What follows belongs to an exercise in optimizing a design on an open flow for small area and a short achievable clock period; a production flow would make more cautious choices.
In this exercise RTL edits were held to simulation tests only and were not proved equivalent to the original.

==> flow/design.v (excerpt) <==
module md5_core (
	input  logic              clk,
	input  logic              rstb,
	input  logic              word_valid_i,
	input  md5_pkg::word_t    word_i,
	output logic              digest_valid_o,
	output md5_pkg::digest_t  digest_o
);
	logic            link_ld  [0:md5_pkg::NUM_ROUNDS-1];
	logic            link_go  [0:md5_pkg::NUM_ROUNDS-1];
	md5_pkg::block_t link_blk [0:md5_pkg::NUM_ROUNDS-1];
	md5_pkg::word_t  link_nb  [0:md5_pkg::NUM_ROUNDS-1];
	md5_pkg::word_t  link_b   [0:md5_pkg::NUM_ROUNDS-1];
	md5_pkg::word_t  link_c   [0:md5_pkg::NUM_ROUNDS-1];
	md5_pkg::word_t  link_d   [0:md5_pkg::NUM_ROUNDS-1];
	md5_block_loader u_loader (
		.clk          (clk),
		.rstb         (rstb),
		.word_valid_i (word_valid_i),
		.word_i       (word_i),
		.ld_o         (link_ld[0]),
		.go_o         (link_go[0]),
		.blk_o        (link_blk[0]),
		.nb_o         (link_nb[0]),
		.b_o          (link_b[0]),
		.c_o          (link_c[0]),
		.d_o          (link_d[0])
	);
	for (genvar n = 1; n < md5_pkg::NUM_ROUNDS; n++) begin : g_round
		md5_round #(
			.ROUND_IDX (n)
		) u_round (
			.clk   (clk),
			.rstb  (rstb),
			.ld_i  (link_ld[n-1]),
			.go_i  (link_go[n-1]),
			.blk_i (link_blk[n-1]),
			.nb_i  (link_nb[n-1]),
			.b_i   (link_b[n-1]),
			.c_i   (link_c[n-1]),
			.d_i   (link_d[n-1]),
			.ld_o  (link_ld[n]),
			.go_o  (link_go[n]),
			.blk_o (link_blk[n]),
			.nb_o  (link_nb[n]),
			.b_o   (link_b[n]),
			.c_o   (link_c[n]),
  ...
Size in the first run: about 18000 cells after synthesis, ~2700 flip-flops, about 160 I/O pins, about 120000 µm² of cells after synthesis.
==> flow/config.mk <==
export PLATFORM = sky130hd
export DESIGN_NAME = md5_core
export DESIGN_NICKNAME = md5_core
export VERILOG_FILES = /design/flow/design.v
export SDC_FILE = /design/flow/constraint.sdc
export NUM_CORES = 4
export LEC_CHECK = 0
export ABC_AREA = 1
export CAP_MARGIN = 20
export CORE_MARGIN = 2
export CORE_UTILIZATION = 40
export CTS_CLUSTER_DIAMETER = 120
export CTS_CLUSTER_SIZE = 24
export SLEW_MARGIN = 20
export TNS_END_PERCENT = 0
==> flow/constraint.sdc <==
create_clock -name core_clock -period 11.0 [get_ports {clk}]
set_input_delay 2.2000 -clock core_clock [delete_from_list [all_inputs] [get_ports {clk}]]
set_output_delay 2.2000 -clock core_clock [all_outputs]
set_load 0.01 [all_outputs]
standard.sh (not shown) runs the stock make flow with config.mk's settings and CLKGATE_MAP_FILE= SYNTH_SCRIPT=/design/flow/synth_recipe.tcl, a recipe that flattens the netlist after the stock synthesis.
==> flow/flow/run.sh <==
#!/bin/bash
# The standard layout, except that synthesis leaves the adders to ABC
# instead of mapping them onto the library's full- and half-adder cells
# (ADDER_MAP_FILE empty). Registers come out exactly as in the standard
# synthesis; only the combinational mapping differs. Timing repair
# aims 7 ns below the period, so it keeps working past zero slack.
set -euo pipefail
bash standard.sh ADDER_MAP_FILE= SETUP_SLACK_MARGIN=7 finish > make_standard.log 2>&1
The baseline produced a clean layout.
Next try:
--- a/flow/config.mk
+++ b/flow/config.mk
@@ -12,2 +11,0 @@
-export CTS_CLUSTER_DIAMETER = 120
-export CTS_CLUSTER_SIZE = 24
@@ -15 +12,0 @@
-export TNS_END_PERCENT = 0
The new run finished clean. Core utilization grows by 3.3 points. Non-clock buffer count increases by 98. Synthesized area is unchanged. Final area came out higher by a little under a tenth. Worst setup slack gains 230 ps. Via count is higher slightly. Wire length is higher by a few percent. Maximum frequency rose by a few percent.
Next try:
==> flow/flow/run.sh (replaced) <==
#!/bin/bash
# The standard layout, with three changes to how it is made:
# - synthesis leaves the adders to ABC instead of mapping them onto the
#   library's full- and half-adder cells (ADDER_MAP_FILE empty); registers
#   come out exactly as in the standard synthesis;
# - timing repair aims 7.3 ns below the period, so it keeps working past
#   zero slack;
# - every port still gets its own buffer, a buf_4.
set -euo pipefail
bash standard.sh ADDER_MAP_FILE= SETUP_SLACK_MARGIN=7.3 \
	"BUFFER_PORTS_ARGS=-buffer_cell sky130_fd_sc_hd__buf_4" finish > make_standard.log 2>&1
--- a/flow/config.mk
+++ b/flow/config.mk
@@ -11,0 +12,2 @@
+export CTS_CLUSTER_DIAMETER = 100
+export CTS_CLUSTER_SIZE = 20
@@ -12,0 +15 @@
+export TNS_END_PERCENT = 0
Outcome: Design area shrinks by a few percent. Die area is unchanged. Synthesized area does not change.
Next try:
--- a/flow/flow/run.sh
+++ b/flow/flow/run.sh
@@ -6 +6 @@
-# - timing repair aims 7.3 ns below the period, so it keeps working past
+# - timing repair aims 7.6 ns below the period, so it keeps working past
@@ -10 +10 @@
-bash standard.sh ADDER_MAP_FILE= SETUP_SLACK_MARGIN=7.3 \
+bash standard.sh ADDER_MAP_FILE= SETUP_SLACK_MARGIN=7.6 \
--- a/flow/config.mk
+++ b/flow/config.mk
@@ -12,2 +12,2 @@
-export CTS_CLUSTER_DIAMETER = 100
-export CTS_CLUSTER_SIZE = 20
+export CTS_CLUSTER_DIAMETER = 120
+export CTS_CLUSTER_SIZE = 24
Outcome: The changed run finished with timing, DRC and antenna clean; wire length rises by 0.54%; sequential cell count is unchanged; setup slack gets better by 43 ps; global-route usage rises by 0.18 points; clock-buffer cell count falls by 46; cell area rises by 1.5%; die area is unchanged; synthesized cell count does not change; non-clock buffer count rises by 102; via count rises by 0.41%.
Next try:
--- a/flow/flow/run.sh
+++ b/flow/flow/run.sh
@@ -6 +6 @@
-# - timing repair aims 7.6 ns below the period, so it keeps working past
+# - timing repair aims 7.3 ns below the period, so it keeps working past
@@ -10 +10 @@
-bash standard.sh ADDER_MAP_FILE= SETUP_SLACK_MARGIN=7.6 \
+bash standard.sh ADDER_MAP_FILE= SETUP_SLACK_MARGIN=7.3 \
Effect: Via count is about the same; die area stays the same; clock skew shrinks by 4.9 ps; register-to-register slack hardly moves; final area stays flat; setup slack got worse by 4.2 ps; sequential share of layout area rises by 0.13 points; wire length is about the same.
Next try:
--- a/flow/config.mk
+++ b/flow/config.mk
@@ -12,2 +12,3 @@
-export CTS_CLUSTER_DIAMETER = 120
-export CTS_CLUSTER_SIZE = 24
+export CTS_CLUSTER_DIAMETER = 110
+export CTS_CLUSTER_SIZE = 22
+export PLACE_DENSITY = 0.55
Outcome:
- core utilization went up by 0.55 points
- setup slack gains 24 ps
- sequential share of layout area went down by 0.50 points
- final area went up by about 1.2%
- via count hardly moves
- maximum frequency went up by 0.63%
- hold slack gains 3.8 ps
- non-clock buffer count went up by 42
- routed wire length went up by 3.0%

port drivers added, routing unchanged:
In the flow no input, the clock included, has a driving cell. The finished layouts below were timed again as built, in two steps.
Step 1 assumes that a clkbuf_16 drives the clock port and a buf_2 every other input.
Step 2, shift: input delay + t, output delay - t, t = (earliest + latest rising clock arrival at the registers) / 2. This alone moves slack from input paths to output paths.
a / b / c = no drivers / after step 1 / after step 2; a / b = the first two.
| run | t (ns) | setup WS [ns] | slew at the worst register clock pin (ns) |
|---|---|---|---|
| the first run | 0.978 | 6.812 / 6.739 / 6.812 | 0.12 / 0.12 |
| the second run | 1.018 | 7.038 / 6.937 / 7.038 | 0.08 / 0.08 |
| the third run | 0.990 | 7.043 / 7.043 / 7.043 | 0.10 / 0.10 |
| the fourth run | 0.974 | 7.086 / 7.086 / 7.086 | 0.11 / 0.11 |
| the fifth run | 0.973 | 7.081 / 7.081 / 7.081 | 0.11 / 0.11 |
| the sixth run | 0.978 | 7.106 / 7.106 / 7.106 | 0.10 / 0.10 |
After both steps every run listed still meets setup and hold.
